Context: an optimization exercise on an open-source flow, tuned for small area, a short achievable clock period and few clock cycles per item. The choices shown serve that exercise and are no tape-out recipe.
At most, simulation tests tie the RTL to the original design; equivalence was not proved.
No activity file was given, so power comes from the tool's default toggle rates.

==> run a <==
==> flow/design.v (excerpt) <==
module conv1d_top (
  input  logic        clk,
  input  logic        rst_n,
  input  logic        psel_i,
  input  logic        penable_i,
  input  logic        pwrite_i,
  input  logic [7:0]  paddr_i,
  input  logic [31:0] pwdata_i,
  output logic [31:0] prdata_o,
  output logic        pready_o,
  output logic        pslverr_o,
  output logic        mem_req_o,
  output logic        mem_we_o,
  output logic [6:0]  mem_addr_o,
  output logic [31:0] mem_wdata_o,
  input  logic [31:0] mem_rdata_i,
  output logic        done_o
);
  localparam int SW = conv1d_pkg::SUM_W;
  logic sel_ctrl_q, sel_stat_q, sel_taps_q, sel_src_q, sel_dst_q, sel_cnt_q, bad_q;
  always_ff @(posedge clk) begin
    sel_ctrl_q <= (paddr_i == conv1d_pkg::REG_CTRL);
    sel_stat_q <= (paddr_i == conv1d_pkg::REG_STATUS);
    sel_taps_q <= (paddr_i == conv1d_pkg::REG_TAPS);
    sel_src_q  <= (paddr_i == conv1d_pkg::REG_SRC);
    sel_dst_q  <= (paddr_i == conv1d_pkg::REG_DST);
    sel_cnt_q  <= (paddr_i == conv1d_pkg::REG_COUNT);
    bad_q      <= !(paddr_i == conv1d_pkg::REG_CTRL  || paddr_i == conv1d_pkg::REG_STATUS ||
                    paddr_i == conv1d_pkg::REG_TAPS  || paddr_i == conv1d_pkg::REG_SRC ||
                    paddr_i == conv1d_pkg::REG_DST   || paddr_i == conv1d_pkg::REG_COUNT);
  end
  logic [6:0] rb_q;
  always_ff @(posedge clk) begin
    case (paddr_i)
      conv1d_pkg::REG_SRC:   rb_q <= src_q;
  ...
==> flow/config.mk <==
export PLATFORM = sky130hd
export DESIGN_NAME = conv1d_top
export DESIGN_NICKNAME = conv1d_top
export VERILOG_FILES = /design/flow/design.v
export SDC_FILE = /design/flow/constraint.sdc
export NUM_CORES = 4
export LEC_CHECK = 0
export CAP_MARGIN = 20
export CORE_MARGIN = 2
export CORE_UTILIZATION = 40
export SETUP_SLACK_MARGIN = 5.0
export SLEW_MARGIN = 20
export SYNTH_HIERARCHICAL = 1
export SYNTH_MINIMUM_KEEP_SIZE = 0
==> flow/constraint.sdc <==
create_clock -name core_clock -period 8.0 [get_ports {clk}]
set_input_delay 1.6000 -clock core_clock [delete_from_list [all_inputs] [get_ports {clk}]]
set_output_delay 1.6000 -clock core_clock [all_outputs]
set_load 0.01 [all_outputs]
standard.sh (not shown) runs the stock make flow with config.mk's settings and CLKGATE_MAP_FILE= SYNTH_SCRIPT=/design/flow/synth_recipe.tcl, a recipe that flattens the netlist after the stock synthesis.
==> flow/flow/run.sh <==
#!/bin/bash
# Standard layout, with the smallest plain buffer on the ports.
set -euo pipefail
export BUFFER_PORTS_ARGS="-buffer_cell sky130_fd_sc_hd__buf_1"
bash standard.sh > standard.log 2>&1
==> run b: changes against run a <==
--- a/flow/design.v
+++ b/flow/design.v
@@ -276,23 +276,14 @@
     sel_src_q  <= (paddr_i == conv1d_pkg::REG_SRC);
     sel_dst_q  <= (paddr_i == conv1d_pkg::REG_DST);
     sel_cnt_q  <= (paddr_i == conv1d_pkg::REG_COUNT);
     bad_q      <= !(paddr_i == conv1d_pkg::REG_CTRL  || paddr_i == conv1d_pkg::REG_STATUS ||
                     paddr_i == conv1d_pkg::REG_TAPS  || paddr_i == conv1d_pkg::REG_SRC ||
                     paddr_i == conv1d_pkg::REG_DST   || paddr_i == conv1d_pkg::REG_COUNT);
   end
-  logic [6:0] rb_q;
-  always_ff @(posedge clk) begin
-    case (paddr_i)
-      conv1d_pkg::REG_SRC:   rb_q <= src_q;
-      conv1d_pkg::REG_DST:   rb_q <= dst_q;
-      conv1d_pkg::REG_COUNT: rb_q <= cnt_q;
-      default:               rb_q <= '0;
-    endcase
-  end
   logic wr;
   assign wr        = psel_i & penable_i & pwrite_i;
   assign pready_o  = 1'b1;
   assign pslverr_o = bad_q;
   logic [31:0] taps_q;
   logic [6:0]  src_q, dst_q, cnt_q;
   always_ff @(posedge clk or posedge rst_n) begin
@@ -310,15 +301,15 @@
   end
   logic       run_q;      
   logic       done_q;
   logic       req_q, we_q;
   logic       ph_q;       
   logic [1:0] fs_q;       
   logic [6:0] wl_q;       
-  logic [6:0] rdp_q, wrp_q, rdp_d, wrp_d, addr_q;
+  logic [6:0] rdp_q, wrp_q;
   logic       rv_q;       
   logic start, setup_start, idle;
   logic spec_q;           
   assign start       = wr & sel_ctrl_q & pwdata_i[0] & ~run_q;
   assign setup_start = psel_i & ~penable_i & pwrite_i & (paddr_i == conv1d_pkg::REG_CTRL) &
                        pwdata_i[0] & ~run_q & (cnt_q != '0);
   assign idle        = ~run_q & ~spec_q;
@@ -366,30 +357,27 @@
   always_ff @(posedge clk) ph_q <= ph_d;
   always_ff @(posedge clk) begin
     rv_q <= rd_now;
     if (idle) begin
       we_q  <= 1'b0;
       fs_q  <= 2'd3;
       wl_q  <= cnt_q;
+      rdp_q <= src_q;
+      wrp_q <= dst_q;
     end else begin
       we_q <= nx_wr;
       if (ph_q && fs_q != 2'd0) fs_q <= fs_q - 2'd1;
       wl_q <= wl_d;
+      if (rd_now) rdp_q <= rdp_q + 7'd1;
+      if (wr_now) wrp_q <= wrp_q + 7'd1;
     end
   end
-  assign rdp_d = idle ? src_q : rdp_q + {6'd0, rd_now};
-  assign wrp_d = idle ? dst_q : wrp_q + {6'd0, wr_now};
-  always_ff @(posedge clk) begin
-    rdp_q  <= rdp_d;
-    wrp_q  <= wrp_d;
-    addr_q <= nx_wr ? wrp_d : rdp_d;
-  end
   assign mem_req_o  = req_q;
   assign mem_we_o   = we_q;
-  assign mem_addr_o = addr_q;
+  assign mem_addr_o = we_q ? wrp_q : rdp_q;
   logic [3:0][7:0] w_q;
   logic [3:0][7:0] w_src;
   always_comb begin
     for (int k = 0; k < 3; k++) w_src[k] = rv_q ? w_q[k+1] : w_q[k];
     w_src[3] = rv_q ? (ph_q ? {mem_rdata_i[3:0], mem_rdata_i[7:4]} : mem_rdata_i[7:0]) : w_q[3];
   end
   always_ff @(posedge clk) begin
@@ -415,12 +403,12 @@
   always_ff @(posedge clk) begin
     res_q <= ~(r_n_q[0] + r_n_q[1] + r_n_q[2] + SW'(2));
   end
   assign mem_wdata_o = {{(32-SW){1'b0}}, res_q};
   always_comb begin
     prdata_o = '0;
     prdata_o |= {32{sel_taps_q}} & taps_q;
-    prdata_o[6:0] |= rb_q;
+    prdata_o[6:0] |= ({7{sel_src_q}} & src_q) | ({7{sel_dst_q}} & dst_q) | ({7{sel_cnt_q}} & cnt_q);
     prdata_o[1:0] |= {2{sel_stat_q}} & {done_q, run_q};
   end
   assign done_o = done_q;
 endmodule
CORE_UTILIZATION = 75   (was 40)
SETUP_SLACK_MARGIN = 4.85   (was 5.0)
==> run c: changes against run a <==
--- a/flow/design.v
+++ b/flow/design.v
@@ -276,23 +276,14 @@
     sel_src_q  <= (paddr_i == conv1d_pkg::REG_SRC);
     sel_dst_q  <= (paddr_i == conv1d_pkg::REG_DST);
     sel_cnt_q  <= (paddr_i == conv1d_pkg::REG_COUNT);
     bad_q      <= !(paddr_i == conv1d_pkg::REG_CTRL  || paddr_i == conv1d_pkg::REG_STATUS ||
                     paddr_i == conv1d_pkg::REG_TAPS  || paddr_i == conv1d_pkg::REG_SRC ||
                     paddr_i == conv1d_pkg::REG_DST   || paddr_i == conv1d_pkg::REG_COUNT);
   end
-  logic [6:0] rb_q;
-  always_ff @(posedge clk) begin
-    case (paddr_i)
-      conv1d_pkg::REG_SRC:   rb_q <= src_q;
-      conv1d_pkg::REG_DST:   rb_q <= dst_q;
-      conv1d_pkg::REG_COUNT: rb_q <= cnt_q;
-      default:               rb_q <= '0;
-    endcase
-  end
   logic wr;
   assign wr        = psel_i & penable_i & pwrite_i;
   assign pready_o  = 1'b1;
   assign pslverr_o = bad_q;
   logic [31:0] taps_q;
   logic [6:0]  src_q, dst_q, cnt_q;
   always_ff @(posedge clk or posedge rst_n) begin
@@ -310,15 +301,15 @@
   end
   logic       run_q;      
   logic       done_q;
   logic       req_q, we_q;
   logic       ph_q;       
   logic [1:0] fs_q;       
   logic [6:0] wl_q;       
-  logic [6:0] rdp_q, wrp_q, rdp_d, wrp_d, addr_q;
+  logic [6:0] rdp_q, wrp_q;
   logic       rv_q;       
   logic start, setup_start, idle;
   logic spec_q;           
   assign start       = wr & sel_ctrl_q & pwdata_i[0] & ~run_q;
   assign setup_start = psel_i & ~penable_i & pwrite_i & (paddr_i == conv1d_pkg::REG_CTRL) &
                        pwdata_i[0] & ~run_q & (cnt_q != '0);
   assign idle        = ~run_q & ~spec_q;
@@ -366,30 +357,27 @@
   always_ff @(posedge clk) ph_q <= ph_d;
   always_ff @(posedge clk) begin
     rv_q <= rd_now;
     if (idle) begin
       we_q  <= 1'b0;
       fs_q  <= 2'd3;
       wl_q  <= cnt_q;
+      rdp_q <= src_q;
+      wrp_q <= dst_q;
     end else begin
       we_q <= nx_wr;
       if (ph_q && fs_q != 2'd0) fs_q <= fs_q - 2'd1;
       wl_q <= wl_d;
+      if (rd_now) rdp_q <= rdp_q + 7'd1;
+      if (wr_now) wrp_q <= wrp_q + 7'd1;
     end
   end
-  assign rdp_d = idle ? src_q : rdp_q + {6'd0, rd_now};
-  assign wrp_d = idle ? dst_q : wrp_q + {6'd0, wr_now};
-  always_ff @(posedge clk) begin
-    rdp_q  <= rdp_d;
-    wrp_q  <= wrp_d;
-    addr_q <= nx_wr ? wrp_d : rdp_d;
-  end
   assign mem_req_o  = req_q;
   assign mem_we_o   = we_q;
-  assign mem_addr_o = addr_q;
+  assign mem_addr_o = we_q ? wrp_q : rdp_q;
   logic [3:0][7:0] w_q;
   logic [3:0][7:0] w_src;
   always_comb begin
     for (int k = 0; k < 3; k++) w_src[k] = rv_q ? w_q[k+1] : w_q[k];
     w_src[3] = rv_q ? (ph_q ? {mem_rdata_i[3:0], mem_rdata_i[7:4]} : mem_rdata_i[7:0]) : w_q[3];
   end
   always_ff @(posedge clk) begin
@@ -415,12 +403,12 @@
   always_ff @(posedge clk) begin
     res_q <= ~(r_n_q[0] + r_n_q[1] + r_n_q[2] + SW'(2));
   end
   assign mem_wdata_o = {{(32-SW){1'b0}}, res_q};
   always_comb begin
     prdata_o = '0;
     prdata_o |= {32{sel_taps_q}} & taps_q;
-    prdata_o[6:0] |= rb_q;
+    prdata_o[6:0] |= ({7{sel_src_q}} & src_q) | ({7{sel_dst_q}} & dst_q) | ({7{sel_cnt_q}} & cnt_q);
     prdata_o[1:0] |= {2{sel_stat_q}} & {done_q, run_q};
   end
   assign done_o = done_q;
 endmodule
SETUP_SLACK_MARGIN = 4.5   (was 5.0)
==> comparison table <==
|  | run c | run a | run b |
|---|---|---|---|
| Status | timing/DRC/antenna clean | timing/DRC/antenna clean | timing/DRC/antenna clean |
| Number of clock buffers in the layout | 17 | 35 | 21 |
| Vias | 7323 | 7502 | 7775 |
| Share of synthesized cell area in and, or, nand and nor gates | 0.1301 | 0.1301 | 0.1301 |
| Switch share | 0.3076 | 0.2836 | 0.2790 |
| Die H | 176.2 um | 177.2 um | 129.8 um |
| Clock network power share | 0.379 | 0.378 | 0.357 |
| Buffers and inverters on the worst path | 0 | 1 | 1 |
| Worst path arrival time | 3.65 ns | 3.61 ns | 3.43 ns |
| Setup slack of the critical path after layout | 4.670 ns | 4.860 ns | 4.878 ns |
| Global-route wire length before repair | 41580 um | 43560 um | 40170 um |
| Filler instances | 2823 | 2651 | 883 |
| Synthesized area | 0.01186 mm^2 | 0.01199 mm^2 | 0.01186 mm^2 |
| Data required time of the worst path | 8.32 ns | 8.47 ns | 8.30 ns |
| P_int | 1.667 mW | 2.202 mW | 1.676 mW |
| Die ar. | 0.03105 mm^2 | 0.03138 mm^2 | 0.01684 mm^2 |
| Number of core rows | 63 | 63 | 45 |
| GR Util met2 | 0.2745 | 0.3124 | 0.5103 |
| Worst reg2reg path depth | 6 | 7 | 7 |
| Library cell appearing most often on the critical path | sky130_fd_sc_hd__fa_1 | sky130_fd_sc_hd__fa_2 | sky130_fd_sc_hd__fa_1 |
| TritonCTS Sinks | 194 | 208 | 194 |
| Compound-Gate Fraction of Synth Area | 0.05264 | 0.04726 | 0.05264 |
| Yosys top cell by area | sky130_fd_sc_hd__fa_1 | sky130_fd_sc_hd__dfxtp_1 | sky130_fd_sc_hd__fa_1 |
| Ratio of final minimum period to clock period | 0.4163 | 0.3925 | 0.3903 |
| Critical path's slowest cell | sky130_fd_sc_hd__dfxtp_1 | sky130_fd_sc_hd__fa_2 | sky130_fd_sc_hd__fa_1 |
| Gate count of the mapped netlist | 1039 | 1050 | 1039 |
Testbench counts of run b, summed over its fixed seeds: cycles 5,000, items 1,988.
Testbench counts of run c, summed over its fixed seeds: cycles 5,000, items 1,988.
Only the layout flow was run in run a; the RTL was not checked for function there.

==> re-timing with driven ports <==
The results above use ideal ports. As a check the final layouts listed here were re-extracted and re-timed, cells and wires unchanged.
Step 1 (the two cells are an assumption about what drives the block):
set clk [get_ports {clk}]
set_driving_cell -lib_cell sky130_fd_sc_hd__clkbuf_16 $clk
set_driving_cell -lib_cell sky130_fd_sc_hd__buf_2 [delete_from_list [all_inputs] $clk]
Step 2 also shifts input and output timing later by t, the mid clock arrival at the registers, as if the neighbouring blocks saw the same clock.
Slacks: ideal / step 1 / step 2; pairs: ideal / step 1.
| run | t, ns | setup WS [ns] | hold WS [ns] | worst setup path at the end |
|---|---|---|---|---|
| run a | 0.573 | 4.860 / 4.851 / 4.641 | 0.443 / 0.443 / 0.443 | input to register |
| run b | 0.473 | 4.878 / 4.874 / 4.878 | 0.456 / 0.456 / 0.456 | register to register |
| run c | 0.488 | 4.670 / 4.670 / 4.670 | 0.457 / 0.457 / 0.457 | register to register |
After both steps setup and hold are still met in every run listed. The setup slack of run a, which loses most, moves by -0.009 ns with the drivers and by -0.219 ns with both steps.
